This design comes from an exercise in tuning for small area, a short achievable clock period and few clock cycles per item on the open sky130 flow, not from production work. In this exercise RTL edits were held to simulation tests only and were not proved equivalent to the original. Power and IR drop assume default switching activity.

## tophat_subtract
module tophat_subtract #(
    parameter int DATA_WIDTH = 16,
    parameter int LAG        = 35,
    parameter int DEPTH      = 128,
    localparam int PTR_W     = (DEPTH > 1) ? $clog2(DEPTH) : 1,
    localparam int CNT_W     = $clog2(DEPTH + 1),
    localparam int DROP_W    = $clog2(LAG + 2)
) (
    input  logic                  clk,
    input  logic                  areset,
    input  logic [DATA_WIDTH-1:0] axis_raw_tdata,
    input  logic                  axis_raw_tvalid,
    output logic                  axis_raw_tready,
    input  logic [DATA_WIDTH-1:0] axis_base_tdata,
    input  logic                  axis_base_tvalid,
    output logic                  axis_base_tready,
    output logic [DATA_WIDTH-1:0] axis_out_tdata,
    output logic                  axis_out_tvalid,
    input  logic                  axis_out_tready,
    output logic                  sat_flag
);
clock: 5.0 ns
lec_check: 0
cap_margin: 20
core_margin: 2
core_utilization: 50
cts_cluster_diameter: 80
cts_cluster_size: 24
setup_slack_margin: 2.5
slew_margin: 20
tns_end_percent: 5
standard.sh (not shown) runs the stock make flow with config.mk's settings and CLKGATE_MAP_FILE= SYNTH_SCRIPT=/design/flow/synth_recipe.tcl, a recipe that flattens the netlist after the stock synthesis.
==> flow/flow/run.sh <==
#!/bin/bash
set -euo pipefail
export MAKEFLAGS="MATCH_CELL_FOOTPRINT=0"
export BUFFER_PORTS_ARGS="-buffer_cell sky130_fd_sc_hd__buf_4"
bash standard.sh > make_finish.log 2>&1
The starting point completed without violations.
Testbench counts at the start, summed over its fixed seeds: cycles 2,704, items 2,400.
Next try:
==> flow/run.sh (new file) <==
#!/bin/bash
# synth_recipe.tcl (not shown) runs the flow's synth.tcl, then flattens the netlist and writes it again
# the make line also repeats each setting of config.mk as NAME=value (left out here)
make -C /OpenROAD-flow-scripts/flow DESIGN_CONFIG=/design/flow/config.mk WORK_HOME=/design/flow/orfs CLKGATE_MAP_FILE= SYNTH_SCRIPT=/design/flow/synth_recipe.tcl finish
removed: flow/flow/run.sh
removed: flow/standard.sh
Result:
- design area came out higher by 0.33%
- wire length grows by 0.31%
- worst setup slack is worse by 0.040 ns
- power went up by 0.37%
- final cell count is about the same

* * *

tophat_subtract, a different RTL version from the one above (not shown whole).
Size: roughly 57 I/O pins.
==> flow/design.v (excerpt) <==
module tophat_subtract #(
    parameter int DATA_WIDTH = 16,
    parameter int LAG        = 35,
    parameter int DEPTH      = 128,
    localparam int PTR_W     = (DEPTH > 1) ? $clog2(DEPTH) : 1,
    localparam int CNT_W     = $clog2(DEPTH + 1),
    localparam int DROP_W    = $clog2(LAG + 2)
) (
    input  logic                  clk,
    input  logic                  areset,
    input  logic [DATA_WIDTH-1:0] axis_raw_tdata,
    input  logic                  axis_raw_tvalid,
    output logic                  axis_raw_tready,
    input  logic [DATA_WIDTH-1:0] axis_base_tdata,
    input  logic                  axis_base_tvalid,
    output logic                  axis_base_tready,
    output logic [DATA_WIDTH-1:0] axis_out_tdata,
    output logic                  axis_out_tvalid,
    input  logic                  axis_out_tready,
    output logic                  sat_flag
);
Settings: LEC_CHECK=0, CAP_MARGIN=20, CORE_MARGIN=2, CORE_UTILIZATION=62, CTS_CLUSTER_DIAMETER=80, CTS_CLUSTER_SIZE=24, SETUP_SLACK_MARGIN=2.7, SLEW_MARGIN=20, TNS_END_PERCENT=100; clock period 5.0 ns.
==> flow/flow/run.sh <==
#!/bin/bash
set -euo pipefail
export MAKEFLAGS="MATCH_CELL_FOOTPRINT=0"
export BUFFER_PORTS_ARGS="-buffer_cell sky130_fd_sc_hd__buf_4"
bash standard.sh > make_finish.log 2>&1
Testbench counts at the start, summed over its fixed seeds: cycles 2,704, items 2,400.
Rerun with:
Settings changed: CORE_UTILIZATION 62 to 50.
After rerunning:
- The changed run ran to the end with no violations
- critical path depth fell by 6
- sequential power barely changes
- count of clock-buffer cells in the layout fell by 4
- non-clock buffer count fell by 20
- cell area is about the same
- first-iteration DRC count rose by a few percent
- area after synthesis is unchanged
- setup slack hardly moves
- worst hold slack improves by 4.5 ps
Rerun with:
Settings changed: SETUP_SLACK_MARGIN 2.7 to 2.9.
After rerunning: Synthesized area does not change; die area is unchanged; wire length is higher by 1.9%; combinational power came out higher by 13%; power came out higher by 1.5%; setup slack is worse by 18 ps.
Rerun with:
Settings changed: SETUP_SLACK_MARGIN 2.9 to 2.6.
The new run finished clean.
Via count falls by a few percent.
Combinational power falls by about a fifth.
Cell count falls slightly.
Design area falls by a few percent.
Wire length falls by a few percent.
Clock skew rises by 6.8 ps.
Critical path depth rises by 3.
Clock-buffer cell count does not change.
Non-clock buffer count falls by 107.
First-iteration DRC count falls by a few percent.

-- re-timing with driven ports --
The results above use ideal ports. As a check the final layouts listed here were re-extracted and re-timed, cells and wires unchanged.
Step 1, drivers: a clkbuf_16 drives clk and a buf_2 each remaining input, both assumed.
Step 2 also shifts input and output timing later by t, the mid clock arrival at the registers, as if the neighbouring blocks saw the same clock.
Three values: ideal ports, drivers, drivers and shift; two values: the first two.
run | shift t [ns] | setup WS [ns] | worst setup path after step 2 | cell pins on the clock port's net
the first run of note 1 | 0.848 | 2.356 / 2.356 / 1.919 | input to register | 1
the second run of note 1 | 0.853 | 2.316 / 2.241 / 1.643 | input to register | 1
the first run of note 2 | 0.848 | 2.584 / 2.528 / 2.162 | input to register | 1
the second run of note 2 | 0.853 | 2.584 / 2.496 / 2.244 | input to register | 1
the third run of note 2 | 0.847 | 2.566 / 2.481 / 2.300 | input to register | 1
the fourth run of note 2 | 0.855 | 2.536 / 2.461 / 2.289 | input to register | 1
After both steps setup and hold are still met in every run listed. The setup slack of the second run of note 1, which loses most, moves by -0.075 ns with the drivers and by -0.673 ns with both steps.
